This design comes from an exercise in tuning for a short achievable clock period and few clock cycles on the open sky130 flow, not from production work. Function was not checked in any run shown here: the RTL went through the layout flow alone. No run shown here takes its clock network from TritonCTS; it comes from the design's own scripts or RTL. The flow treats the clock pin as an ideal source. Dropping or thinning the clock tree relies on that and would not hold on a real chip.

==> flow/design.v, too long to show whole: its modules and the start of the top module <==
// module lsp_booth_pp: 144 lines
// module lsp_booth_pp2: 143 lines
// module lsp_dadda_mac: 728 lines
// module lsp_dadda32: 519 lines
// module lsp_prev_engine: 231 lines
// module lsp_sign_reg: 7 lines
// module lsp_dreg: 9 lines
module lsp_prev_engine
#(
  parameter int M      = 10,
  parameter int NP     = 4,
  parameter int SHIFT  = 3,
  parameter int ADDR_W = 11,
  parameter int DATA_W = 32
) (
  input  logic              clk,
  input  logic              reset,
  input  logic              start,
  input  logic              mode,
  input  logic [ADDR_W-1:0] x_base,
  input  logic [ADDR_W-1:0] g_base,
  input  logic [ADDR_W-1:0] fp_base,
  input  logic [ADDR_W-1:0] fg_base,
  input  logic [ADDR_W-1:0] out_base,
  input  logic [DATA_W-1:0] readIn,
  output logic [ADDR_W-1:0] readAddr,
  output logic [ADDR_W-1:0] writeAddr,
  output logic [DATA_W-1:0] writeOut,
  output logic              writeEn,
  output logic              busy,
  output logic              done
);
  // ...
==> flow/flow/run.sh <==
#!/bin/bash
# The standard layout (standard.sh), with:
#  - repair_timing aiming for a large setup margin (the SDC and its clock
#    period are unchanged) and resizing not limited to the same footprint;
#  - flow/cts_tree.tcl in place of TritonCTS: a balanced two-level clock
#    tree of inverter pairs (the clock port drives 4 root clkinv_16, each
#    drives leaf clkinv_8, each leaf drives a cluster of registers).
# make's full output goes to flow_make.log; ORFS's per-step logs stay in orfs/logs.
set -euo pipefail
bash standard.sh SETUP_SLACK_MARGIN=10.0 MATCH_CELL_FOOTPRINT=0 \
  PRE_CTS_TCL="$PWD/flow/cts_tree.tcl" \
  TREE_ROOT_CELL=sky130_fd_sc_hd__clkinv_16 TREE_LEAF_CELL=sky130_fd_sc_hd__clkinv_8 \
  finish > flow_make.log 2>&1
==> flow/flow/cts_tree.tcl <==

proc my_two_level_tree { args } {
  set per_leaf 24
  if { [info exists ::env(TREE_SINKS_PER_LEAF)] } {
    set per_leaf $::env(TREE_SINKS_PER_LEAF)
  }
  set db [ord::get_db]
  set block [ord::get_db_block]
  set clknet [$block findNet clk]
  set root_cell sky130_fd_sc_hd__clkbuf_16
  set leaf_cell sky130_fd_sc_hd__clkbuf_16
  if { [info exists ::env(TREE_ROOT_CELL)] } { set root_cell $::env(TREE_ROOT_CELL) }
  if { [info exists ::env(TREE_LEAF_CELL)] } { set leaf_cell $::env(TREE_LEAF_CELL) }
  set rmaster [$db findMaster $root_cell]
  set lmaster [$db findMaster $leaf_cell]
  # output pin: X for buffers, Y for inverters
  set rout [expr {[string match *clkinv* $root_cell] ? "Y" : "X"}]
  set lout [expr {[string match *clkinv* $leaf_cell] ? "Y" : "X"}]

  # registers' clock pins and their positions
  set sinks {}
  foreach it [$clknet getITerms] {
    set inst [$it getInst]
    set bb [$inst getBBox]
    set x [expr {([$bb xMin] + [$bb xMax]) / 2.0}]
    set y [expr {([$bb yMin] + [$bb yMax]) / 2.0}]
    lappend sinks [list $it $x $y]
  }
  set n [llength $sinks]
  set k [expr {max(1, int(ceil(double($n) / $per_leaf)))}]
  puts "tree: $n sinks, $k leaf buffers"

  # k-means, seeded by sorting on x then y in strips
  set sorted [lsort -real -index 1 $sinks]
  set cx {}; set cy {}
  for {set c 0} {$c < $k} {incr c} {
    set s [lindex $sorted [expr {int(($c + 0.5) * $n / $k)}]]
    lappend cx [lindex $s 1]; lappend cy [lindex $s 2]
  }
  set assign [lrepeat $n 0]
  for {set iter 0} {$iter < 40} {incr iter} {
    # balanced assignment: each cluster takes at most cap sinks
    set cap [expr {int(ceil(double($n) / $k)) + 2}]
    set cnt [lrepeat $k 0]
    set pairs {}
    for {set i 0} {$i < $n} {incr i} {
      set s [lindex $sinks $i]
      set x [lindex $s 1]; set y [lindex $s 2]
      set d {}
      for {set c 0} {$c < $k} {incr c} {
        lappend d [list $c [expr {abs($x - [lindex $cx $c]) + abs($y - [lindex $cy $c])}]]
      }
      set d [lsort -real -index 1 $d]
      # regret: how much worse the second choice is
      set reg [expr {[llength $d] > 1 ? [lindex $d 1 1] - [lindex $d 0 1] : 0}]
      lappend pairs [list $i $reg $d]
    }
    set pairs [lsort -real -decreasing -index 1 $pairs]
    foreach p $pairs {
      set i [lindex $p 0]
      foreach cd [lindex $p 2] {
        set c [lindex $cd 0]
        if {[lindex $cnt $c] < $cap} {
          lset assign $i $c
          lset cnt $c [expr {[lindex $cnt $c] + 1}]
          break
        }
      }
    }
    set sx [lrepeat $k 0.0]; set sy [lrepeat $k 0.0]
    for {set i 0} {$i < $n} {incr i} {
      set c [lindex $assign $i]
      set s [lindex $sinks $i]
      lset sx $c [expr {[lindex $sx $c] + [lindex $s 1]}]
      lset sy $c [expr {[lindex $sy $c] + [lindex $s 2]}]
    }
    for {set c 0} {$c < $k} {incr c} {
      if {[lindex $cnt $c] > 0} {
        lset cx $c [expr {[lindex $sx $c] / [lindex $cnt $c]}]
        lset cy $c [expr {[lindex $sy $c] / [lindex $cnt $c]}]
      }
    }
  }

  set nr [expr {min(4, $k)}]
  set lsorted {}
  for {set c 0} {$c < $k} {incr c} {
    lappend lsorted [list $c [lindex $cx $c] [lindex $cy $c]]
  }
  set lsorted [lsort -real -index 1 $lsorted]
  set rx {}; set ry {}
  for {set r 0} {$r < $nr} {incr r} {
    set s [lindex $lsorted [expr {int(($r + 0.5) * $k / $nr)}]]
    lappend rx [lindex $s 1]; lappend ry [lindex $s 2]
  }
  set lgrp [lrepeat $k 0]
  for {set iter 0} {$iter < 40} {incr iter} {
    set rcap [expr {int(ceil(double($k) / $nr)) + 1}]
    set rcnt [lrepeat $nr 0]
    set pairs {}
    for {set c 0} {$c < $k} {incr c} {
      set d {}
      for {set r 0} {$r < $nr} {incr r} {
        lappend d [list $r [expr {abs([lindex $cx $c] - [lindex $rx $r]) + abs([lindex $cy $c] - [lindex $ry $r])}]]
      }
      set d [lsort -real -index 1 $d]
      set reg [expr {[llength $d] > 1 ? [lindex $d 1 1] - [lindex $d 0 1] : 0}]
      lappend pairs [list $c $reg $d]
    }
    set pairs [lsort -real -decreasing -index 1 $pairs]
    foreach p $pairs {
      set c [lindex $p 0]
      foreach rd [lindex $p 2] {
        set r [lindex $rd 0]
        if {[lindex $rcnt $r] < $rcap} {
          lset lgrp $c $r
          lset rcnt $r [expr {[lindex $rcnt $r] + 1}]
          break
        }
      }
    }
    set sx [lrepeat $nr 0.0]; set sy [lrepeat $nr 0.0]
    for {set c 0} {$c < $k} {incr c} {
      set r [lindex $lgrp $c]
      lset sx $r [expr {[lindex $sx $r] + [lindex $cx $c]}]
      lset sy $r [expr {[lindex $sy $r] + [lindex $cy $c]}]
    }
    for {set r 0} {$r < $nr} {incr r} {
      if {[lindex $rcnt $r] > 0} {
        lset rx $r [expr {[lindex $sx $r] / [lindex $rcnt $r]}]
        lset ry $r [expr {[lindex $sy $r] / [lindex $rcnt $r]}]
      }
    }
  }
  set rootnets {}
  for {set r 0} {$r < $nr} {incr r} {
    set root [odb::dbInst_create $block $rmaster clkbuf_root_$r]
    $root setLocation [expr {int([lindex $rx $r])}] [expr {int([lindex $ry $r])}]
    $root setPlacementStatus PLACED
    set rootnet [odb::dbNet_create $block clknet_root_$r]
    $rootnet setSigType CLOCK
    [$root findITerm A] connect $clknet
    [$root findITerm $rout] connect $rootnet
    lappend rootnets $rootnet
  }

  set leafnets {}
  for {set c 0} {$c < $k} {incr c} {
    set b [odb::dbInst_create $block $lmaster clkbuf_leaf_$c]
    $b setLocation [expr {int([lindex $cx $c])}] [expr {int([lindex $cy $c])}]
    $b setPlacementStatus PLACED
    set net [odb::dbNet_create $block clknet_leaf_$c]
    $net setSigType CLOCK
    [$b findITerm A] connect [lindex $rootnets [lindex $lgrp $c]]
    [$b findITerm $lout] connect $net
    lappend leafnets $net
  }
  puts "tree: leaves per root $rcnt"
  for {set i 0} {$i < $n} {incr i} {
    set it [lindex [lindex $sinks $i] 0]
    $it disconnect
    $it connect [lindex $leafnets [lindex $assign $i]]
  }
  puts "tree: cluster sizes $cnt"
}

rename clock_tree_synthesis my_orig_clock_tree_synthesis
proc clock_tree_synthesis { args } {
  my_two_level_tree
}
==> flow/standard.sh <==
#!/bin/bash
# synth_recipe.tcl (not shown) runs the flow's synth.tcl, then flattens the netlist and writes it again
# the make line also repeats each setting of config.mk as NAME=value (left out here)
make -C /OpenROAD-flow-scripts/flow DESIGN_CONFIG=/design/flow/config.mk WORK_HOME=/design/flow/orfs CLKGATE_MAP_FILE= SYNTH_SCRIPT=/design/flow/synth_recipe.tcl "${@:-finish}"
==> flow/config.mk <==
export PLATFORM = sky130hd
export DESIGN_NAME = lsp_prev_engine
export DESIGN_NICKNAME = lsp_prev_engine
export VERILOG_FILES = /design/flow/design.v
export SDC_FILE = /design/flow/constraint.sdc
export NUM_CORES = 4
export LEC_CHECK = 0
export ABC_CLOCK_PERIOD_IN_PS = 3000
export CAP_MARGIN = 20
export CORE_MARGIN = 2
export CORE_UTILIZATION = 55
export SLEW_MARGIN = 20
export SYNTH_HIERARCHICAL = 1
==> flow/constraint.sdc <==
create_clock -name core_clock -period 13.0 [get_ports {clk}]
set_input_delay 2.6000 -clock core_clock [delete_from_list [all_inputs] [get_ports {clk}]]
set_output_delay 2.6000 -clock core_clock [all_outputs]
set_load 0.01 [all_outputs]
==> results.yml, run 1 <==
routing:
  highest_layer: "met4"
  routed_wl_mm: 81.47
  vias: 20120
critical_path:
  reg2regPathDepth: 14
  worstSetupEndpoint: "r_acc[22]$_DFF_P_"
  required_ps: 13090
global_route:
  grt_pass1_vias: 20370
  globalRouteMet2Util_pct: 46.94
logic_synthesis:
  syn-cell-area_um2: 30980
  synth_flop_cell: "dfxtp_1"
  syn_avg_cell_area_um2: 10.62
  ys_types: 77
  synthSimpleGateAreaFrac_pct: 5.400
sta:
  setup_ws_ps: 9609
  relSlewSlack_pct: 20.84
  hold_viol: 0
placement:
  pre_cts_ws_ps: 8871
final_layout:
  largest_class: "multi-input combinational cells"
  largest_registers: "r_pp: 136 flops, r_tc: 33 flops, r_ts: 33 flops"
  multi_input_area_um2: 17360
  mostFrequentLayoutCells: "dfxtp_1 (481), inv_1 (327), xnor2_1 (301), fa_1 (198), a22oi_2 (196)"
floorplan:
  start_util_pct: 55.90
status:
  status: "complete, no violations"
hold_path:
  hold_start: "r_din[10]$_DFF_P_"
==> module lsp_prev_engine, before the edit <==
module lsp_prev_engine
#(
  parameter int M      = 10,
  parameter int NP     = 4,
  parameter int SHIFT  = 3,
  parameter int ADDR_W = 11,
  parameter int DATA_W = 32
) (
  input  logic              clk,
  input  logic              reset,
  input  logic              start,
  input  logic              mode,
  input  logic [ADDR_W-1:0] x_base,
  input  logic [ADDR_W-1:0] g_base,
  input  logic [ADDR_W-1:0] fp_base,
  input  logic [ADDR_W-1:0] fg_base,
  input  logic [ADDR_W-1:0] out_base,
  input  logic [DATA_W-1:0] readIn,
  output logic [ADDR_W-1:0] readAddr,
  output logic [ADDR_W-1:0] writeAddr,
  output logic [DATA_W-1:0] writeOut,
  output logic              writeEn,
  output logic              busy,
  output logic              done
);
  localparam logic signed [31:0] MAX_32 = 32'sh7FFF_FFFF;
  localparam logic signed [31:0] MIN_32 = 32'sh8000_0000;
  logic              r_busy, r_done, r_wen;   
  logic              r_idle;           
  logic              r_fin;            
  logic              r_mode;           
  logic [ADDR_W-1:0] r_raddr, r_waddr, r_wptr;
  logic [ADDR_W-1:0] r_px, r_pg, r_pfp, r_pfg;
  logic [9:0]        r_rph;            
  logic [3:0]        r_rel;            
  logic              r_rlast;          
  logic [9:0]        r_ph1, r_ph2;     
  logic [3:0]        r_wcnt;
  logic              w_start;
  logic              w_wen;            
  assign w_start = start & r_idle;
  logic c_isx, c_isg, c_isfp, c_isfg;    
  logic n_isx, n_isg, n_isfp, n_isfg;    
  always_comb begin
    c_isx  = r_rph[0];
    c_isg  = r_mode ? r_rph[1] : r_rph[9];
    c_isfp = r_mode ? (r_rph[2] | r_rph[4] | r_rph[6] | r_rph[8])
                    : (r_rph[1] | r_rph[3] | r_rph[5] | r_rph[7]);
    c_isfg = r_mode ? (r_rph[3] | r_rph[5] | r_rph[7] | r_rph[9])
                    : (r_rph[2] | r_rph[4] | r_rph[6] | r_rph[8]);
    n_isx  = r_rph[9] & ~r_rlast;
    n_isg  = r_mode ? r_rph[0] : r_rph[8];
    n_isfp = r_mode ? (r_rph[1] | r_rph[3] | r_rph[5] | r_rph[7])
                    : (r_rph[0] | r_rph[2] | r_rph[4] | r_rph[6]);
    n_isfg = r_mode ? (r_rph[2] | r_rph[4] | r_rph[6] | r_rph[8])
                    : (r_rph[1] | r_rph[3] | r_rph[5] | r_rph[7]);
  end
  always_ff @(posedge clk) begin
    if (r_idle) begin
      r_mode  <= mode;
      r_px    <= x_base;
      r_pg    <= g_base;
      r_pfp   <= fp_base;
      r_pfg   <= fg_base;
      r_wptr  <= out_base;
      r_raddr <= x_base;
      r_rel   <= '0;
      r_rlast <= 1'b0;
      r_wcnt  <= '0;
    end else begin
      r_px  <= r_px  + ADDR_W'(c_isx);
      r_pg  <= r_pg  + ADDR_W'(c_isg);
      r_pfp <= r_pfp + ADDR_W'(c_isfp);
      r_pfg <= r_pfg + ADDR_W'(c_isfg);
      r_raddr <= ({ADDR_W{n_isx}}  & r_px)  | ({ADDR_W{n_isg}}  & r_pg) |
                 ({ADDR_W{n_isfp}} & r_pfp) | ({ADDR_W{n_isfg}} & r_pfg);
      if (r_rph[9]) begin
        r_rel   <= r_rel + 1'b1;
        r_rlast <= (r_rel == 4'(M - 2));
      end
      if (w_wen) begin
        r_wptr <= r_wptr + 1'b1;
        r_wcnt <= r_wcnt + 1'b1;
      end
    end
  end
  always_ff @(posedge clk) begin
    if (reset) begin
      r_busy <= 1'b0;
      r_idle <= 1'b1;
      r_rph  <= '0;
      r_ph1  <= '0;
      r_ph2  <= '0;
    end else begin
      r_busy <= w_start | (~r_idle & ~r_fin);
      r_idle <= (r_idle & ~start) | (~r_idle & r_fin);
      r_rph  <= {r_rph[8:0], (r_rph[9] & ~r_rlast) | w_start};
      r_ph1  <= r_rph;
      r_ph2  <= r_ph1;
    end
  end
  logic signed [15:0] r_din;      
  logic [7:0]         r_one, r_two, r_neg;      
  logic [7:0]         r_negu;                   
  logic [7:0]         w_gone_a, w_gtwo_a, w_gneg_a, w_gone_b, w_gtwo_b, w_gneg_b;
  logic [15:0]        w_acct_a, w_acct_b;
  logic [135:0]       r_pp;       
  logic [7:0]         r_ppneg;
  logic signed [15:0] r_x;        
  logic               r_wmin, r_wmin_d;         
  logic [32:0]        r_ts, r_tc;    
  logic               r_fv;          
  logic signed [31:0] r_acc;
  logic [31:0]        r_es, r_ec;    
  logic               r_e1v, r_e2v;
  logic w_sub;
  assign w_sub = ~r_mode;
  logic d_fin, d_init;
  always_comb begin
    d_fin  = r_mode ? r_ph2[9] : r_ph2[8];
    d_init = r_mode ? r_ph2[0] : r_ph2[1];
  end
  function automatic logic [23:0] booth_enc(input logic [15:0] v, input logic flip);
    logic [16:0] e;
    logic [7:0] one, two, neg;
    e = {v, 1'b0};
    for (int i = 0; i < 8; i++) begin
      one[i] = e[2*i+1] ^ e[2*i];
      two[i] = (e[2*i+2] & ~e[2*i+1] & ~e[2*i]) | (~e[2*i+2] & e[2*i+1] & e[2*i]);
      neg[i] = e[2*i+2] ^ flip;
    end
    booth_enc = {one, two, neg};
  endfunction
  logic [135:0] w_pp;
  lsp_booth_pp u_pp (
    .one(r_one), .two(r_two), .neg(r_neg), .b(readIn[15:0]), .pp(w_pp)
  );
  always_ff @(posedge clk) begin
    r_din    <= readIn[15:0];
    {r_one, r_two, r_neg} <= booth_enc(readIn[15:0], w_sub);
    r_negu   <= {readIn[15], readIn[13], readIn[11], readIn[9],
                 readIn[7], readIn[5], readIn[3], readIn[1]};
    r_pp     <= w_pp;
    r_ppneg  <= r_neg;
    r_x      <= r_din;
    r_wmin   <= (readIn[15:0] == 16'h8000);
    r_wmin_d <= r_wmin;
  end
  logic [32:0] w_ts, w_tc;
  logic w_special;
  assign w_special = r_wmin & r_wmin_d;
  lsp_dadda_mac u_mul (.pp(r_pp), .neg(r_ppneg), .acc(r_acc),
                       .sa(w_special & ~w_sub), .ss(w_special & w_sub),
                       .s(w_ts), .c(w_tc));
  always_ff @(posedge clk) begin
    r_ts <= w_ts;
    r_tc <= w_tc;
  end
  logic [32:0] w_t;
  logic [31:0] w_sat;
  always_comb begin
    w_t   = r_ts + r_tc;
    w_sat = (w_t[32] != w_t[31]) ? (w_t[32] ? MIN_32 : MAX_32) : w_t[31:0];
  end
  logic [31:0] w_p;
  logic [15:0] w_eres;
  always_comb begin
    w_p = r_es + r_ec;
    if (w_p[31:27] == 5'b00000 || w_p[31:27] == 5'b11111) begin
      w_eres = w_p[27:12];
    end else begin
      w_eres = w_p[31] ? 16'h8000 : 16'h7FFF;
    end
  end
  logic [135:0] w_epp;
  logic [31:0]  w_et_s, w_et_c;
  lsp_dreg #(.W(24)) u_gd_a (.clk(clk), .d({r_one, r_two, r_negu}),
                             .q({w_gone_a, w_gtwo_a, w_gneg_a}));
  lsp_dreg #(.W(24)) u_gd_b (.clk(clk), .d({r_one, r_two, r_negu}),
                             .q({w_gone_b, w_gtwo_b, w_gneg_b}));
  lsp_dreg #(.W(16)) u_t_a (.clk(clk), .d(w_sat[31:16]), .q(w_acct_a));
  lsp_dreg #(.W(16)) u_t_b (.clk(clk), .d(w_sat[31:16]), .q(w_acct_b));
  lsp_booth_pp2 u_epp (
    .one_a(w_gone_a), .two_a(w_gtwo_a), .neg_a(w_gneg_a),
    .one_b(w_gone_b), .two_b(w_gtwo_b), .neg_b(w_gneg_b),
    .b_a(w_acct_a), .b_b(w_acct_b), .pp(w_epp)
  );
  lsp_dadda32 u_fin (.pp(w_epp), .neg(w_gneg_a), .s(w_et_s), .c(w_et_c));
  logic [15:0] r_wout;
  logic        w_wsign;
  assign w_wsign = r_mode ? w_t[32] : w_p[31];
  logic [15:0] w_wsx;
  for (genvar i = 0; i < 16; i++) begin : g_sx
    lsp_sign_reg u_sx (.clk(clk), .d(w_wsign), .q(w_wsx[i]));
  end
  assign w_wen = r_mode ? r_fv : r_e2v;
  always_ff @(posedge clk) begin
    if (d_init) begin
      r_acc <= r_mode ? 32'h0 : {r_x, 16'h0000};
    end else begin
      r_acc <= w_sat;
    end
    r_es <= w_et_s;
    r_ec <= w_et_c;
    r_wout   <= r_mode ? w_sat[31:16] : w_eres;
    r_waddr <= r_wptr;
  end
  always_ff @(posedge clk) begin
    if (reset) begin
      r_fv   <= 1'b0;
      r_e1v  <= 1'b0;
      r_e2v  <= 1'b0;
      r_wen  <= 1'b0;
      r_done <= 1'b0;
      r_fin  <= 1'b0;
    end else begin
      r_fv   <= d_fin;
      r_e1v  <= r_fv & ~r_mode;
      r_e2v  <= r_e1v;
      r_wen  <= w_wen;
      r_done <= w_wen & (r_wcnt == 4'(M - 1));
      r_fin  <= w_wen & r_wcnt[3] & r_wcnt[0];
    end
  end
  assign readAddr  = r_raddr;
  assign writeAddr = r_waddr;
  assign writeOut  = {w_wsx, r_wout};
  assign writeEn   = r_wen;
  assign busy      = r_busy;
  assign done      = r_done;
endmodule
==> run 2, diff against run 1 <==
--- a/flow/design.v
+++ b/flow/design.v
@@ -142,149 +142,6 @@
   assign pp[134] = ((one[7] & b[15]) | (two[7] & b[14])) ^ neg[7];
   assign pp[135] = ~(((one[7] | two[7]) & b[15]) ^ neg[7]);
 endmodule
-module lsp_booth_pp2 (
-  input  logic [7:0]   one_a, two_a, neg_a,
-  input  logic [7:0]   one_b, two_b, neg_b,
-  input  logic [15:0]  b_a, b_b,
-  output logic [135:0] pp
-);
-  assign pp[0] = (one_a[0] & b_a[0]) ^ neg_a[0];
-  assign pp[1] = ((one_a[0] & b_a[1]) | (two_a[0] & b_a[0])) ^ neg_a[0];
-  assign pp[2] = ((one_a[0] & b_a[2]) | (two_a[0] & b_a[1])) ^ neg_a[0];
-  assign pp[3] = ((one_a[0] & b_a[3]) | (two_a[0] & b_a[2])) ^ neg_a[0];
-  assign pp[4] = ((one_a[0] & b_a[4]) | (two_a[0] & b_a[3])) ^ neg_a[0];
-  assign pp[5] = ((one_a[0] & b_a[5]) | (two_a[0] & b_a[4])) ^ neg_a[0];
-  assign pp[6] = ((one_a[0] & b_a[6]) | (two_a[0] & b_a[5])) ^ neg_a[0];
-  assign pp[7] = ((one_a[0] & b_a[7]) | (two_a[0] & b_a[6])) ^ neg_a[0];
-  assign pp[8] = ((one_a[0] & b_a[8]) | (two_a[0] & b_a[7])) ^ neg_a[0];
-  assign pp[9] = ((one_b[0] & b_a[9]) | (two_b[0] & b_a[8])) ^ neg_b[0];
-  assign pp[10] = ((one_b[0] & b_a[10]) | (two_b[0] & b_a[9])) ^ neg_b[0];
-  assign pp[11] = ((one_b[0] & b_a[11]) | (two_b[0] & b_a[10])) ^ neg_b[0];
-  assign pp[12] = ((one_b[0] & b_a[12]) | (two_b[0] & b_a[11])) ^ neg_b[0];
-  assign pp[13] = ((one_b[0] & b_a[13]) | (two_b[0] & b_a[12])) ^ neg_b[0];
-  assign pp[14] = ((one_b[0] & b_a[14]) | (two_b[0] & b_a[13])) ^ neg_b[0];
-  assign pp[15] = ((one_b[0] & b_a[15]) | (two_b[0] & b_a[14])) ^ neg_b[0];
-  assign pp[16] = ~(((one_b[0] | two_b[0]) & b_a[15]) ^ neg_b[0]);
-  assign pp[17] = (one_a[1] & b_a[0]) ^ neg_a[1];
-  assign pp[18] = ((one_a[1] & b_a[1]) | (two_a[1] & b_a[0])) ^ neg_a[1];
-  assign pp[19] = ((one_a[1] & b_a[2]) | (two_a[1] & b_a[1])) ^ neg_a[1];
-  assign pp[20] = ((one_a[1] & b_a[3]) | (two_a[1] & b_a[2])) ^ neg_a[1];
-  assign pp[21] = ((one_a[1] & b_a[4]) | (two_a[1] & b_a[3])) ^ neg_a[1];
-  assign pp[22] = ((one_a[1] & b_a[5]) | (two_a[1] & b_a[4])) ^ neg_a[1];
-  assign pp[23] = ((one_a[1] & b_a[6]) | (two_a[1] & b_a[5])) ^ neg_a[1];
-  assign pp[24] = ((one_a[1] & b_a[7]) | (two_a[1] & b_a[6])) ^ neg_a[1];
-  assign pp[25] = ((one_a[1] & b_a[8]) | (two_a[1] & b_a[7])) ^ neg_a[1];
-  assign pp[26] = ((one_b[1] & b_a[9]) | (two_b[1] & b_a[8])) ^ neg_b[1];
-  assign pp[27] = ((one_b[1] & b_a[10]) | (two_b[1] & b_a[9])) ^ neg_b[1];
-  assign pp[28] = ((one_b[1] & b_a[11]) | (two_b[1] & b_a[10])) ^ neg_b[1];
-  assign pp[29] = ((one_b[1] & b_a[12]) | (two_b[1] & b_a[11])) ^ neg_b[1];
-  assign pp[30] = ((one_b[1] & b_a[13]) | (two_b[1] & b_a[12])) ^ neg_b[1];
-  assign pp[31] = ((one_b[1] & b_a[14]) | (two_b[1] & b_a[13])) ^ neg_b[1];
-  assign pp[32] = ((one_b[1] & b_a[15]) | (two_b[1] & b_a[14])) ^ neg_b[1];
-  assign pp[33] = ~(((one_b[1] | two_b[1]) & b_a[15]) ^ neg_b[1]);
-  assign pp[34] = (one_a[2] & b_a[0]) ^ neg_a[2];
-  assign pp[35] = ((one_a[2] & b_a[1]) | (two_a[2] & b_a[0])) ^ neg_a[2];
-  assign pp[36] = ((one_a[2] & b_a[2]) | (two_a[2] & b_a[1])) ^ neg_a[2];
-  assign pp[37] = ((one_a[2] & b_a[3]) | (two_a[2] & b_a[2])) ^ neg_a[2];
-  assign pp[38] = ((one_a[2] & b_a[4]) | (two_a[2] & b_a[3])) ^ neg_a[2];
-  assign pp[39] = ((one_a[2] & b_a[5]) | (two_a[2] & b_a[4])) ^ neg_a[2];
-  assign pp[40] = ((one_a[2] & b_a[6]) | (two_a[2] & b_a[5])) ^ neg_a[2];
-  assign pp[41] = ((one_a[2] & b_a[7]) | (two_a[2] & b_a[6])) ^ neg_a[2];
-  assign pp[42] = ((one_a[2] & b_a[8]) | (two_a[2] & b_a[7])) ^ neg_a[2];
-  assign pp[43] = ((one_b[2] & b_a[9]) | (two_b[2] & b_a[8])) ^ neg_b[2];
-  assign pp[44] = ((one_b[2] & b_a[10]) | (two_b[2] & b_a[9])) ^ neg_b[2];
-  assign pp[45] = ((one_b[2] & b_a[11]) | (two_b[2] & b_a[10])) ^ neg_b[2];
-  assign pp[46] = ((one_b[2] & b_a[12]) | (two_b[2] & b_a[11])) ^ neg_b[2];
-  assign pp[47] = ((one_b[2] & b_a[13]) | (two_b[2] & b_a[12])) ^ neg_b[2];
-  assign pp[48] = ((one_b[2] & b_a[14]) | (two_b[2] & b_a[13])) ^ neg_b[2];
-  assign pp[49] = ((one_b[2] & b_a[15]) | (two_b[2] & b_a[14])) ^ neg_b[2];
-  assign pp[50] = ~(((one_b[2] | two_b[2]) & b_a[15]) ^ neg_b[2]);
-  assign pp[51] = (one_a[3] & b_a[0]) ^ neg_a[3];
-  assign pp[52] = ((one_a[3] & b_a[1]) | (two_a[3] & b_a[0])) ^ neg_a[3];
-  assign pp[53] = ((one_a[3] & b_a[2]) | (two_a[3] & b_a[1])) ^ neg_a[3];
-  assign pp[54] = ((one_a[3] & b_a[3]) | (two_a[3] & b_a[2])) ^ neg_a[3];
-  assign pp[55] = ((one_a[3] & b_a[4]) | (two_a[3] & b_a[3])) ^ neg_a[3];
-  assign pp[56] = ((one_a[3] & b_a[5]) | (two_a[3] & b_a[4])) ^ neg_a[3];
-  assign pp[57] = ((one_a[3] & b_a[6]) | (two_a[3] & b_a[5])) ^ neg_a[3];
-  assign pp[58] = ((one_a[3] & b_a[7]) | (two_a[3] & b_a[6])) ^ neg_a[3];
-  assign pp[59] = ((one_a[3] & b_a[8]) | (two_a[3] & b_a[7])) ^ neg_a[3];
-  assign pp[60] = ((one_b[3] & b_a[9]) | (two_b[3] & b_a[8])) ^ neg_b[3];
-  assign pp[61] = ((one_b[3] & b_a[10]) | (two_b[3] & b_a[9])) ^ neg_b[3];
-  assign pp[62] = ((one_b[3] & b_a[11]) | (two_b[3] & b_a[10])) ^ neg_b[3];
-  assign pp[63] = ((one_b[3] & b_a[12]) | (two_b[3] & b_a[11])) ^ neg_b[3];
-  assign pp[64] = ((one_b[3] & b_a[13]) | (two_b[3] & b_a[12])) ^ neg_b[3];
-  assign pp[65] = ((one_b[3] & b_a[14]) | (two_b[3] & b_a[13])) ^ neg_b[3];
-  assign pp[66] = ((one_b[3] & b_a[15]) | (two_b[3] & b_a[14])) ^ neg_b[3];
-  assign pp[67] = ~(((one_b[3] | two_b[3]) & b_a[15]) ^ neg_b[3]);
-  assign pp[68] = (one_a[4] & b_b[0]) ^ neg_a[4];
-  assign pp[69] = ((one_a[4] & b_b[1]) | (two_a[4] & b_b[0])) ^ neg_a[4];
-  assign pp[70] = ((one_a[4] & b_b[2]) | (two_a[4] & b_b[1])) ^ neg_a[4];
-  assign pp[71] = ((one_a[4] & b_b[3]) | (two_a[4] & b_b[2])) ^ neg_a[4];
-  assign pp[72] = ((one_a[4] & b_b[4]) | (two_a[4] & b_b[3])) ^ neg_a[4];
-  assign pp[73] = ((one_a[4] & b_b[5]) | (two_a[4] & b_b[4])) ^ neg_a[4];
-  assign pp[74] = ((one_a[4] & b_b[6]) | (two_a[4] & b_b[5])) ^ neg_a[4];
-  assign pp[75] = ((one_a[4] & b_b[7]) | (two_a[4] & b_b[6])) ^ neg_a[4];
-  assign pp[76] = ((one_a[4] & b_b[8]) | (two_a[4] & b_b[7])) ^ neg_a[4];
-  assign pp[77] = ((one_b[4] & b_b[9]) | (two_b[4] & b_b[8])) ^ neg_b[4];
-  assign pp[78] = ((one_b[4] & b_b[10]) | (two_b[4] & b_b[9])) ^ neg_b[4];
-  assign pp[79] = ((one_b[4] & b_b[11]) | (two_b[4] & b_b[10])) ^ neg_b[4];
-  assign pp[80] = ((one_b[4] & b_b[12]) | (two_b[4] & b_b[11])) ^ neg_b[4];
-  assign pp[81] = ((one_b[4] & b_b[13]) | (two_b[4] & b_b[12])) ^ neg_b[4];
-  assign pp[82] = ((one_b[4] & b_b[14]) | (two_b[4] & b_b[13])) ^ neg_b[4];
-  assign pp[83] = ((one_b[4] & b_b[15]) | (two_b[4] & b_b[14])) ^ neg_b[4];
-  assign pp[84] = ~(((one_b[4] | two_b[4]) & b_b[15]) ^ neg_b[4]);
-  assign pp[85] = (one_a[5] & b_b[0]) ^ neg_a[5];
-  assign pp[86] = ((one_a[5] & b_b[1]) | (two_a[5] & b_b[0])) ^ neg_a[5];
-  assign pp[87] = ((one_a[5] & b_b[2]) | (two_a[5] & b_b[1])) ^ neg_a[5];
-  assign pp[88] = ((one_a[5] & b_b[3]) | (two_a[5] & b_b[2])) ^ neg_a[5];
-  assign pp[89] = ((one_a[5] & b_b[4]) | (two_a[5] & b_b[3])) ^ neg_a[5];
-  assign pp[90] = ((one_a[5] & b_b[5]) | (two_a[5] & b_b[4])) ^ neg_a[5];
-  assign pp[91] = ((one_a[5] & b_b[6]) | (two_a[5] & b_b[5])) ^ neg_a[5];
-  assign pp[92] = ((one_a[5] & b_b[7]) | (two_a[5] & b_b[6])) ^ neg_a[5];
-  assign pp[93] = ((one_a[5] & b_b[8]) | (two_a[5] & b_b[7])) ^ neg_a[5];
-  assign pp[94] = ((one_b[5] & b_b[9]) | (two_b[5] & b_b[8])) ^ neg_b[5];
-  assign pp[95] = ((one_b[5] & b_b[10]) | (two_b[5] & b_b[9])) ^ neg_b[5];
-  assign pp[96] = ((one_b[5] & b_b[11]) | (two_b[5] & b_b[10])) ^ neg_b[5];
-  assign pp[97] = ((one_b[5] & b_b[12]) | (two_b[5] & b_b[11])) ^ neg_b[5];
-  assign pp[98] = ((one_b[5] & b_b[13]) | (two_b[5] & b_b[12])) ^ neg_b[5];
-  assign pp[99] = ((one_b[5] & b_b[14]) | (two_b[5] & b_b[13])) ^ neg_b[5];
-  assign pp[100] = ((one_b[5] & b_b[15]) | (two_b[5] & b_b[14])) ^ neg_b[5];
-  assign pp[101] = ~(((one_b[5] | two_b[5]) & b_b[15]) ^ neg_b[5]);
-  assign pp[102] = (one_a[6] & b_b[0]) ^ neg_a[6];
-  assign pp[103] = ((one_a[6] & b_b[1]) | (two_a[6] & b_b[0])) ^ neg_a[6];
-  assign pp[104] = ((one_a[6] & b_b[2]) | (two_a[6] & b_b[1])) ^ neg_a[6];
-  assign pp[105] = ((one_a[6] & b_b[3]) | (two_a[6] & b_b[2])) ^ neg_a[6];
-  assign pp[106] = ((one_a[6] & b_b[4]) | (two_a[6] & b_b[3])) ^ neg_a[6];
-  assign pp[107] = ((one_a[6] & b_b[5]) | (two_a[6] & b_b[4])) ^ neg_a[6];
-  assign pp[108] = ((one_a[6] & b_b[6]) | (two_a[6] & b_b[5])) ^ neg_a[6];
-  assign pp[109] = ((one_a[6] & b_b[7]) | (two_a[6] & b_b[6])) ^ neg_a[6];
-  assign pp[110] = ((one_a[6] & b_b[8]) | (two_a[6] & b_b[7])) ^ neg_a[6];
-  assign pp[111] = ((one_b[6] & b_b[9]) | (two_b[6] & b_b[8])) ^ neg_b[6];
-  assign pp[112] = ((one_b[6] & b_b[10]) | (two_b[6] & b_b[9])) ^ neg_b[6];
-  assign pp[113] = ((one_b[6] & b_b[11]) | (two_b[6] & b_b[10])) ^ neg_b[6];
-  assign pp[114] = ((one_b[6] & b_b[12]) | (two_b[6] & b_b[11])) ^ neg_b[6];
-  assign pp[115] = ((one_b[6] & b_b[13]) | (two_b[6] & b_b[12])) ^ neg_b[6];
-  assign pp[116] = ((one_b[6] & b_b[14]) | (two_b[6] & b_b[13])) ^ neg_b[6];
-  assign pp[117] = ((one_b[6] & b_b[15]) | (two_b[6] & b_b[14])) ^ neg_b[6];
-  assign pp[118] = ~(((one_b[6] | two_b[6]) & b_b[15]) ^ neg_b[6]);
-  assign pp[119] = (one_a[7] & b_b[0]) ^ neg_a[7];
-  assign pp[120] = ((one_a[7] & b_b[1]) | (two_a[7] & b_b[0])) ^ neg_a[7];
-  assign pp[121] = ((one_a[7] & b_b[2]) | (two_a[7] & b_b[1])) ^ neg_a[7];
-  assign pp[122] = ((one_a[7] & b_b[3]) | (two_a[7] & b_b[2])) ^ neg_a[7];
-  assign pp[123] = ((one_a[7] & b_b[4]) | (two_a[7] & b_b[3])) ^ neg_a[7];
-  assign pp[124] = ((one_a[7] & b_b[5]) | (two_a[7] & b_b[4])) ^ neg_a[7];
-  assign pp[125] = ((one_a[7] & b_b[6]) | (two_a[7] & b_b[5])) ^ neg_a[7];
-  assign pp[126] = ((one_a[7] & b_b[7]) | (two_a[7] & b_b[6])) ^ neg_a[7];
-  assign pp[127] = ((one_a[7] & b_b[8]) | (two_a[7] & b_b[7])) ^ neg_a[7];
-  assign pp[128] = ((one_b[7] & b_b[9]) | (two_b[7] & b_b[8])) ^ neg_b[7];
-  assign pp[129] = ((one_b[7] & b_b[10]) | (two_b[7] & b_b[9])) ^ neg_b[7];
-  assign pp[130] = ((one_b[7] & b_b[11]) | (two_b[7] & b_b[10])) ^ neg_b[7];
-  assign pp[131] = ((one_b[7] & b_b[12]) | (two_b[7] & b_b[11])) ^ neg_b[7];
-  assign pp[132] = ((one_b[7] & b_b[13]) | (two_b[7] & b_b[12])) ^ neg_b[7];
-  assign pp[133] = ((one_b[7] & b_b[14]) | (two_b[7] & b_b[13])) ^ neg_b[7];
-  assign pp[134] = ((one_b[7] & b_b[15]) | (two_b[7] & b_b[14])) ^ neg_b[7];
-  assign pp[135] = ~(((one_b[7] | two_b[7]) & b_b[15]) ^ neg_b[7]);
-endmodule
 module lsp_dadda_mac (
   input  logic [135:0] pp,
   input  logic [7:0]  neg,
@@ -1561,7 +1418,6 @@
   localparam logic signed [31:0] MIN_32 = 32'sh8000_0000;
   logic              r_busy, r_done, r_wen;   
   logic              r_idle;           
-  logic              r_fin;            
   logic              r_mode;           
   logic [ADDR_W-1:0] r_raddr, r_waddr, r_wptr;
   logic [ADDR_W-1:0] r_px, r_pg, r_pfp, r_pfg;
@@ -1602,10 +1458,10 @@
       r_rlast <= 1'b0;
       r_wcnt  <= '0;
     end else begin
-      r_px  <= r_px  + ADDR_W'(c_isx);
-      r_pg  <= r_pg  + ADDR_W'(c_isg);
-      r_pfp <= r_pfp + ADDR_W'(c_isfp);
-      r_pfg <= r_pfg + ADDR_W'(c_isfg);
+      if (c_isx)  r_px  <= r_px + 1'b1;
+      if (c_isg)  r_pg  <= r_pg + 1'b1;
+      if (c_isfp) r_pfp <= r_pfp + 1'b1;
+      if (c_isfg) r_pfg <= r_pfg + 1'b1;
       r_raddr <= ({ADDR_W{n_isx}}  & r_px)  | ({ADDR_W{n_isg}}  & r_pg) |
                  ({ADDR_W{n_isfp}} & r_pfp) | ({ADDR_W{n_isfg}} & r_pfg);
       if (r_rph[9]) begin
@@ -1626,8 +1482,8 @@
       r_ph1  <= '0;
       r_ph2  <= '0;
     end else begin
-      r_busy <= w_start | (~r_idle & ~r_fin);
-      r_idle <= (r_idle & ~start) | (~r_idle & r_fin);
+      r_busy <= w_start | (~r_idle & ~r_done);
+      r_idle <= (r_idle & ~start) | (~r_idle & r_done);
       r_rph  <= {r_rph[8:0], (r_rph[9] & ~r_rlast) | w_start};
       r_ph1  <= r_rph;
       r_ph2  <= r_ph1;
@@ -1636,8 +1492,7 @@
   logic signed [15:0] r_din;      
   logic [7:0]         r_one, r_two, r_neg;      
   logic [7:0]         r_negu;                   
-  logic [7:0]         w_gone_a, w_gtwo_a, w_gneg_a, w_gone_b, w_gtwo_b, w_gneg_b;
-  logic [15:0]        w_acct_a, w_acct_b;
+  logic [7:0]         r_gone, r_gtwo, r_gneg;   
   logic [135:0]       r_pp;       
   logic [7:0]         r_ppneg;
   logic signed [15:0] r_x;        
@@ -1645,6 +1500,7 @@
   logic [32:0]        r_ts, r_tc;    
   logic               r_fv;          
   logic signed [31:0] r_acc;
+  logic [15:0]        r_acct;        
   logic [31:0]        r_es, r_ec;    
   logic               r_e1v, r_e2v;
   logic w_sub;
@@ -1679,6 +1535,9 @@
     r_x      <= r_din;
     r_wmin   <= (readIn[15:0] == 16'h8000);
     r_wmin_d <= r_wmin;
+    r_gone   <= r_one;
+    r_gtwo   <= r_two;
+    r_gneg   <= r_negu;
   end
   logic [32:0] w_ts, w_tc;
   logic w_special;
@@ -1708,18 +1567,10 @@
   end
   logic [135:0] w_epp;
   logic [31:0]  w_et_s, w_et_c;
-  lsp_dreg #(.W(24)) u_gd_a (.clk(clk), .d({r_one, r_two, r_negu}),
-                             .q({w_gone_a, w_gtwo_a, w_gneg_a}));
-  lsp_dreg #(.W(24)) u_gd_b (.clk(clk), .d({r_one, r_two, r_negu}),
-                             .q({w_gone_b, w_gtwo_b, w_gneg_b}));
-  lsp_dreg #(.W(16)) u_t_a (.clk(clk), .d(w_sat[31:16]), .q(w_acct_a));
-  lsp_dreg #(.W(16)) u_t_b (.clk(clk), .d(w_sat[31:16]), .q(w_acct_b));
-  lsp_booth_pp2 u_epp (
-    .one_a(w_gone_a), .two_a(w_gtwo_a), .neg_a(w_gneg_a),
-    .one_b(w_gone_b), .two_b(w_gtwo_b), .neg_b(w_gneg_b),
-    .b_a(w_acct_a), .b_b(w_acct_b), .pp(w_epp)
+  lsp_booth_pp u_epp (
+    .one(r_gone), .two(r_gtwo), .neg(r_gneg), .b(r_acct), .pp(w_epp)
   );
-  lsp_dadda32 u_fin (.pp(w_epp), .neg(w_gneg_a), .s(w_et_s), .c(w_et_c));
+  lsp_dadda32 u_fin (.pp(w_epp), .neg(r_gneg), .s(w_et_s), .c(w_et_c));
   logic [15:0] r_wout;
   logic        w_wsign;
   assign w_wsign = r_mode ? w_t[32] : w_p[31];
@@ -1734,6 +1585,7 @@
     end else begin
       r_acc <= w_sat;
     end
+    r_acct <= w_sat[31:16];
     r_es <= w_et_s;
     r_ec <= w_et_c;
     r_wout   <= r_mode ? w_sat[31:16] : w_eres;
@@ -1746,14 +1598,12 @@
       r_e2v  <= 1'b0;
       r_wen  <= 1'b0;
       r_done <= 1'b0;
-      r_fin  <= 1'b0;
     end else begin
       r_fv   <= d_fin;
       r_e1v  <= r_fv & ~r_mode;
       r_e2v  <= r_e1v;
       r_wen  <= w_wen;
       r_done <= w_wen & (r_wcnt == 4'(M - 1));
-      r_fin  <= w_wen & r_wcnt[3] & r_wcnt[0];
     end
   end
   assign readAddr  = r_raddr;
@@ -1770,12 +1620,3 @@
 );
   always_ff @(posedge clk) q <= d;
 endmodule
-module lsp_dreg #(
-  parameter int W = 1
-) (
-  input  logic         clk,
-  input  logic [W-1:0] d,
-  output logic [W-1:0] q
-);
-  always_ff @(posedge clk) q <= d;
-endmodule
--- a/flow/flow/run.sh
+++ b/flow/flow/run.sh
@@ -1,6 +1,6 @@
 #!/bin/bash
 # The standard layout (standard.sh), with:
-#  - repair_timing aiming for a large setup margin (the SDC and its clock
+#  - repair_timing aiming for a large setup margin (10 ns) (the SDC and its clock
 #    period are unchanged) and resizing not limited to the same footprint;
 #  - flow/cts_tree.tcl in place of TritonCTS: a balanced two-level clock
 #    tree of inverter pairs (the clock port drives 4 root clkinv_16, each
==> run 2 against run 1 <==
Against the previous run:
- cell area up 1.2%
- critical endpoint is now r_wout[2]$_DFF_P_
- utilization grew 1.3 points
- worst hold slack improved by 53 ps
- routed wire length grew 7.7%
==> results.yml, run 2 <==
logic_synthesis:
  yosys-top-cells-count: "dfxtp_1 (476), inv_1 (344), xnor2_1 (314)"
  async_reset_ff_share_pct: 0
  synth_top_area_share_pct: 31.20
  yosysWarningCount: 8
  syn_avg_cell_area_um2: 10.42
  ys_types: 76
  seq_area_frac_synth_pct: 36.71
  yosys-top-cells-area: "dfxtp_1 (31%), fa_1 (14%), xnor2_1 (9.0%)"
  netlist_instances: 2930
  synth_edf_count: 56
  synth.largest_area_cell: "dfxtp_1"
  yosysMostFrequentCell: "dfxtp_1"
  synth-seq-cells: 532
  syn-cell-area_um2: 30540
  synth_flop_cell: "dfxtp_1"
final_layout:
  drive_gt1_share_pct: 30.39
  largest_reg_flops: 136
  mostFrequentLayoutCells: "dfxtp_1 (405), inv_1 (325), xnor2_1 (310), fa_1 (186), a22oi_2 (174)"
  layout_commonest_cell: "dfxtp_1"
  num-nets-final: 3484
  syn2layout_area_growth_pct: 19.01
  regMostFlops: "r_pp"
  largest_registers: "r_pp: 136 flops, r_tc: 33 flops, r_ts: 33 flops"
floorplan:
  start_util_pct: 55.54
  core_area_um2: 54990
  boundaryPins: 148
  rows: 86
  die_h_um: 239.6
  die-area_um2: 57430
  dieWidth_um: 239.6
placement:
  gp_congestion: 0.8819
  port_buffers: 131
  dpl.hpwl_mm: 52.83
critical_path:
  end_kind: "register"
  r2r-end: "r_wout[2]$_DFF_P_"
  required_ps: 13090
  reg2regPathDepth: 17
  cp-startpoint: "r_tc[0]$_DFF_P_"
  worst_path_max_delay_cell: "fa_2"
  critPathBufInv: 5
  crit_path_max_fanout: 6
  critical-path-max-stage-delay_ps: 360
  path_delay_family: "compound AO/OA/AOI/OAI gates"
  critPathArrivalTime_ps: 3450
  r2r_slack_ps: 9640
  crit_path_cell_trace: "ha_4 > inv_2 > fa_2 > nand2b_4 > a21oi_4 > o21ai_4 > o41ai_4 > buf_4 > a41oi_4 > o31ai_4 > xnor2_2 > buf_12 > nor2_4 > buf_6 > o21ai_4 > buf_6 > o21ba_1"
  path_class: "register to register"
  r2r-start: "r_tc[0]$_DFF_P_"
  cp-start-kind: "register"
sta:
  skew_ps: 79.05
  relSlewSlack_pct: 28.94
  drv_slew: 0
  rsz0062_at_grt: "true"
  hold_viol: 0
  holdWs_ps: 328.2
  fin_crit_ps: 3360
  tns_ps: 0
  max_freq_ghz: 0.2976
  setup_violations: 0
  period_share_pct: 25.84
  tightestPinTransition_ps: 1064
global_route:
  grt_pass1_wl_mm: 128.9
  overflow: 0
  grt_pass1_vias: 21310
  antenna_found_initial: 4
  grt_start_max_net_pins: 72
  track_usage_pct: 29.62
routing:
  vias: 21280
  dr.first_iter.drc_count: 1525
  avgViaCountPerCell: 5.596
  ant_nets: 0
  routed_wl_mm: 87.74
  drc: 0
  avgRoutedWirePerCell_um: 23.08
  firstDrtPassIters: 6
hold_path:
  hold_end: "r_x[11]$_DFF_P_"
  hold_start: "r_negu[5]$_DFF_P_"
  min_path_type: "register to register"
  whs_path_depth: 0
flow_run:
  drv_cap: 0
clocking:
  clk_pin_slew_worst_paths_ps: 100
  insertion_delay_ps: 250
status:
  status: "complete, no violations"
## run 2: cell count changes after synthesis, sizes merged, moves of 11 or more
cell	before	now
o21ba	1	13
nor3	7	18
a21oi	69	99
o21ai	109	122
nor2	67	95
edfxtp	12	56
dfxtp	570	476
## run 2: per-module statistics from Yosys, one instance, submodules excluded
module,copies in the design,cells,area (um^2)
lsp_booth_pp,2,343,2889
lsp_prev_engine,1,1506,17260
lsp_dadda_mac,1,415,4190
lsp_sign_reg,16,1,20.02
lsp_dadda32,1,307,2993
## run 2: final cells by class
type	count	area, um^2
fill	4271	18640
multi-input combinational	1735	17560
sequential	532	11370
timing repair buffer	411	4673
inverter	372	1793
tap	748	935.9
antenna	4	10.01
## run 2: routing by layer
metal  global-route usage (%)  up-vias  share of wire (%)
li1                         -     9727                  -
met3                    3.342      215                5.1
met4                    11.12        0                4.7
met2                    52.99      693                 50
met1                    36.64    10640                 40
met5                        0        -                  0
## run 2: timing repair
| action | CTS | global route |
|---|---|---|
| gates cloned | 40 | 2 |
| buffers inserted | 98 | 96 |
| gates resized for setup | 872 | 157 |
| endpoints found under the setup margin | 452 | 291 |
| hold buffers | 0 | 0 |
| pin swaps | 136 | 136 |
## run 2: how the worst max path moves through the flow
stage,cells after the start,end
final,17,r_wout[2]$_DFF_P_
after global routing,17,r_wout[2]$_DFF_P_
after CTS,4,r_wmin$_DFF_P_
after detailed placement,14,r_acc[22]$_DFF_P_
after global placement,14,r_acc[22]$_DFF_P_
after floorplan,12,r_ts[14]$_DFF_P_
## run 2: stage by stage
step | area (um^2) | worst slack [ps] | utilization (%) | std cells
after floorplan | 31650 | 9632 | - | 2931
after global placement | 31500 | 8802 | 57.29 | 3535
after detailed placement | 31500 | 8804 | 57.29 | 3535
after CTS | 34950 | 9611 | 63.57 | 3700
after global routing | 36340 | 9553 | 66.09 | 3799
final | 36340 | 9640 | 66.10 | 3802
## run 2: kinds of logic after synthesis
logic type / synth area share, %
buf+inv: 12.18
compound gates: 13.95
flops: 36.71
simple gates: 6.096
xor+xnor: 11.04
fa+ha+maj: 19.51
mux: 0.4916
other cells: 0.02459

-- re-timing with driven ports --
No port has a modelled driver above. Below, the same layouts with a new extraction and two added sets of constraints. Step 1: set_driving_cell puts a clkbuf_16 on clk and a buf_2 on each other input, an assumption about the parent block. Step 2 times the ports against the registers' clock, not the clock port: input delays grow and output delays shrink by t, the midpoint of the rising clock arrivals with the driver on. Three values: no drivers, after step 1, after step 2; two values: the first two.
run	t (ns)	setup WS [ns]	hold WS [ns]	worst setup path after step 2	pins driven straight from the clock port
run 1	0.483	9.609 / 9.436 / 9.579	0.275 / 0.275 / 0.275	input to register	4
run 2	0.474	9.640 / 9.407 / 9.541	0.328 / 0.329 / 0.329	input to register	4
After both steps every run listed still meets setup and hold. For run 2, which loses most, drivers alone change the setup slack by -0.233 ns; drivers and shift together by -0.099 ns.
